From an optimization exercise on the open Yosys and OpenROAD flow, aimed at small area, a short achievable clock period and few clock cycles per item; shortcuts taken in it are not production practice.
RTL that was checked went through simulation tests only; none was proved equivalent to the original.
Power figures rest on the tool's default switching activity, not on a simulated workload.

Setup of run 1:
// mosaic_scroll_pixel_remap_core
module mosaic_scroll_pixel_remap_core (
    input  logic                 clk,
    input  logic                 rst_n,
    input  logic                 start,
    output logic                 busy,
    input  logic                 req_type,
    input  logic [8:0]           dest_x,
    input  logic [7:0]           dest_y,
    input  logic [4:0]           tile_size,
    input  logic [9:0]           cur_scroll_x,
    input  logic [9:0]           snap_scroll_x,
    input  logic [9:0]           cur_scroll_y,
    input  logic [9:0]           snap_scroll_y,
    input  logic                 track_scroll,
    input  logic [31:0]          pixel_in,
    output logic                 done,
    output logic                 write_enable,
    output logic [8:0]           source_x,
    output logic [7:0]           source_y,
    output logic [31:0]          pixel_out,
    input  logic                 cfg_we,
    input  logic [2:0]           cfg_index,
    input  logic [9:0]           cfg_data
);
Size in the first run: about 2,500 cells after synthesis, ~430 flip-flops, ~170 I/O pins, about 21,000 sq um of cells after synthesis.
Settings: LEC_CHECK=0, ABC_AREA=1, CAP_MARGIN=20, CORE_MARGIN=2, CORE_UTILIZATION=40, SETUP_SLACK_MARGIN=2.0, SLEW_MARGIN=20; clock period 5.5 ns.
run.sh (not shown) runs the stock make flow with config.mk's settings and CLKGATE_MAP_FILE= SYNTH_SCRIPT=/design/flow/synth_recipe.tcl, a recipe that flattens the netlist after the stock synthesis.
### run 1 -> run 2
--- a/flow/config.mk
+++ b/flow/config.mk
@@ -11,0 +12 @@
+export CTS_BUF_LIST = sky130_fd_sc_hd__clkbuf_4 sky130_fd_sc_hd__clkbuf_8
==> comparison <==
Compared with run 1, in run 2 via count shows no meaningful change; largest fanout on the critical path higher; sum of routed wire segments on met1 picked up an extra 0.74%; achievable frequency down about 0.9%; growth of design area from synthesis to finish shrank by 0.78 points.
For run 1, the endpoint of the most critical setup path was p2_1[10], unlike run 2, where it was p0_1[10].
Run 2 vs. run 1: sequential cell fraction of total power went up by 0.7 points.
Run 1 has higher clock power than run 2.
Run 1 completed end to end with timing, DRC and antenna clean.
The final layout from run 2, which completed every stage, passed the timing, design-rule and antenna checks at the end of the flow.
Summary of run 2 over run 1: global-route total usage across every layer neither gained nor lost much; fraction of area in registers went up 0.22 points.
Setup changes, run 2 to run 3
==> flow/flow/run.sh (new file) <==
#!/bin/bash
# The standard layout (the standard.sh, unchanged synthesis and steps),
# except that buffer_ports uses sky130_fd_sc_hd__buf_1 for the port buffers
# instead of the delay cell it picks by default. Every port is still buffered.
set -euo pipefail
export BUFFER_PORTS_ARGS="-buffer_cell sky130_fd_sc_hd__buf_1"
bash standard.sh > standard_flow.log 2>&1
==> flow/standard.sh (new file) <==
#!/bin/bash
# synth_recipe.tcl (not shown) runs the flow's synth.tcl, then flattens the netlist and writes it again
# the make line also repeats each setting of config.mk as NAME=value (left out here)
make -C /OpenROAD-flow-scripts/flow DESIGN_CONFIG=/design/flow/config.mk WORK_HOME=/design/flow/orfs CLKGATE_MAP_FILE= SYNTH_SCRIPT=/design/flow/synth_recipe.tcl "${@:-finish}"
removed: flow/run.sh
Results
Run 3 was carried through to the last stage, and its layout satisfied the timing, design-rule and antenna checks.
Reported net switching power (lower): run 2
Changes observed in run 3 relative to run 2: depth of the critical timing path with buffers and inverters included saw a decrease, total power saw an increase, largest stage delay on the critical path saw little to no change.
Sort run 2 and run 3 by proportion of layout cells with a drive suffix above 1 desc -> top: run 2
[compare] base=run 2 new=run 3: final standard cell area without fillers fell about 3.6%; cell count rose 13; share of cell area taken by flip-flops and latches rose 1.3 points.
Re routed wire length: run 2 and run 3 aren't equal, and the lower value belongs to run 3.
Run 3 vs. run 2: fraction of standard cell area in multi-input logic increased by 1.2 points relative to the old numbers; minimum period implied by the final worst setup slack decreased by 0.098 ns relative to the old numbers.
Of the two values seen for worst setup path startpoint, num_reg[1] was produced by run 3 and keep_reg by run 2.
No functional check of the RTL was part of any run of this note.


build 44:
mosaic_scroll_pixel_remap_core, a different RTL version from the one above (not shown whole).
Size in the first run: roughly 390 flip-flops, ~170 I/O pins.
clock: 5.5 ns
lec_check: 0
abc_area: 1
cap_margin: 20
cell_pad_in_sites_detail_placement: 0
cell_pad_in_sites_global_placement: 0
core_margin: 2
core_utilization: 40
setup_slack_margin: 2.15
slew_margin: 20
standard.sh (not shown) runs the stock make flow with config.mk's settings and CLKGATE_MAP_FILE= SYNTH_SCRIPT=/design/flow/synth_recipe.tcl, a recipe that flattens the netlist after the stock synthesis.
==> flow/flow/run.sh <==
#!/bin/bash
# The standard layout (the standard.sh, unchanged synthesis and steps),
# with two changes to how the layout is made:
#  - buffer_ports buffers every input and output port with
#    sky130_fd_sc_hd__buf_1 instead of the delay cell it picks by default;
#  - clock tree synthesis does not add dummy loads, and clusters up to 16 sinks per leaf buffer.
set -euo pipefail
export BUFFER_PORTS_ARGS="-buffer_cell sky130_fd_sc_hd__buf_1"
export CTS_ARGS="-sink_clustering_enable -repair_clock_nets -dont_use_dummy_load -sink_clustering_size 16 -sink_clustering_max_diameter 60 -buf_list {sky130_fd_sc_hd__clkbuf_8}"
bash standard.sh > standard_flow.log 2>&1
Build 44: all stages complete, timing, DRC and antenna checks passed
Testbench counts of build 44, summed over its fixed seeds: cycles 13,184, items 12,800.
#### Input delta (build 4 over build 44)
-- flow/config.mk --
<<< build 44, line 10
export CELL_PAD_IN_SITES_DETAIL_PLACEMENT = 0
export CELL_PAD_IN_SITES_GLOBAL_PLACEMENT = 0
>>> build 4, line 10
### Flow results
- Largest net degree at the start of global routing came out exactly the same in build 4 and build 44.
- | via count of the first global-routing pass | build 4 vs build 44 | ≈ equal |
- On register-to-register path setup slack, build 4 and build 44 are neck and neck.
- Build 44 -> build 4: non-clock buffering overhead in the final layout delta 0, exact match
- Remaining routing DRC violations: build 44 vs build 4 identical
- Between build 44 and build 4, the detailed-route wire length on metal 1 does not differ in any meaningful way.
- For number of gates resized after cts, build 44 and build 4 come out practically identical.
- Between build 44 and build 4, the placer congestion estimate figures differ only marginally.
- As far as total power goes, build 4 and build 44 are indistinguishable; the numbers are identical.
- Maximum fanout along the worst path: build 44 vs build 4 identical
> inputs changed (build 4 -> build 69)
-- flow/config.mk --
<<< build 4, line 12
export SETUP_SLACK_MARGIN = 2.15
>>> build 69, line 12
export SETUP_SLACK_MARGIN = 2.3
[summary]
- Cmp build 4 and build 69 / part of the power in the clock network / higher: build 4
- Changes observed in build 69 relative to build 4: total met3 wirelength after detailed routing down about 2.2%; hold slack grew by 0.0089 ns.
For build 64, these inputs were changed with respect to build 69:
-- flow/config.mk --
<<< build 69, line 12
export SETUP_SLACK_MARGIN = 2.3
>>> build 64, line 12
export PLACE_DENSITY = 0.75
export SETUP_SLACK_MARGIN = 2.15
[summary]
In the metrics for build 69 and build 64, the one carrying the lower internal power is build 64.
Of build 69 and build 64, build 69 shows the higher utilization, with build 64 below it.
Combined global-route utilization of all metal layers in build 64 vs build 69: down 1.2 points
[build 64] number of global-route vias before repair fell about 5% relative to build 69
Compared with build 69, in build 64 peak fanout along the critical path saw an increase; antenna diode count saw a decrease; total design power saw a decrease.

separate check: timing with driven ports:
The results above use ideal ports. As a check the final layouts listed here were re-extracted and re-timed, cells and wires unchanged. Step 1: set_driving_cell puts a clkbuf_16 on clk and a buf_2 on each other input, an assumption about the parent block. Step 2 moves the port delays by t, midway between the first and last clock arrival at a register: inputs arrive t later, outputs are due t later. That takes back most of the time a late clock gives input paths. a / b / c = ideal / step 1 / step 2; a / b = the first two.
run	t, ns	setup WS [ns]	clock arrival spread, ns	worst data-port slew with drivers (ns)	cell pins on the clock port's net
run 1	0.616	1.968 / 1.994 / 1.378	0.031 / 0.030	0.10	1
run 2	0.657	1.935 / 1.935 / 1.373	0.033 / 0.032	0.10	1
run 3	0.663	2.033 / 2.033 / 1.664	0.044 / 0.044	0.11	1
build 44	0.631	2.346 / 2.346 / 1.794	0.085 / 0.086	0.08	1
build 4	0.631	2.346 / 2.346 / 1.794	0.085 / 0.086	0.08	1
build 69	0.619	2.402 / 2.402 / 1.852	0.054 / 0.053	0.07	1
build 64	0.599	2.362 / 2.362 / 1.791	0.071 / 0.072	0.09	1
After both steps setup and hold are still met in every run listed. The setup slack of run 1, which loses most, moves by +0.026 ns with the drivers and by -0.590 ns with both steps.
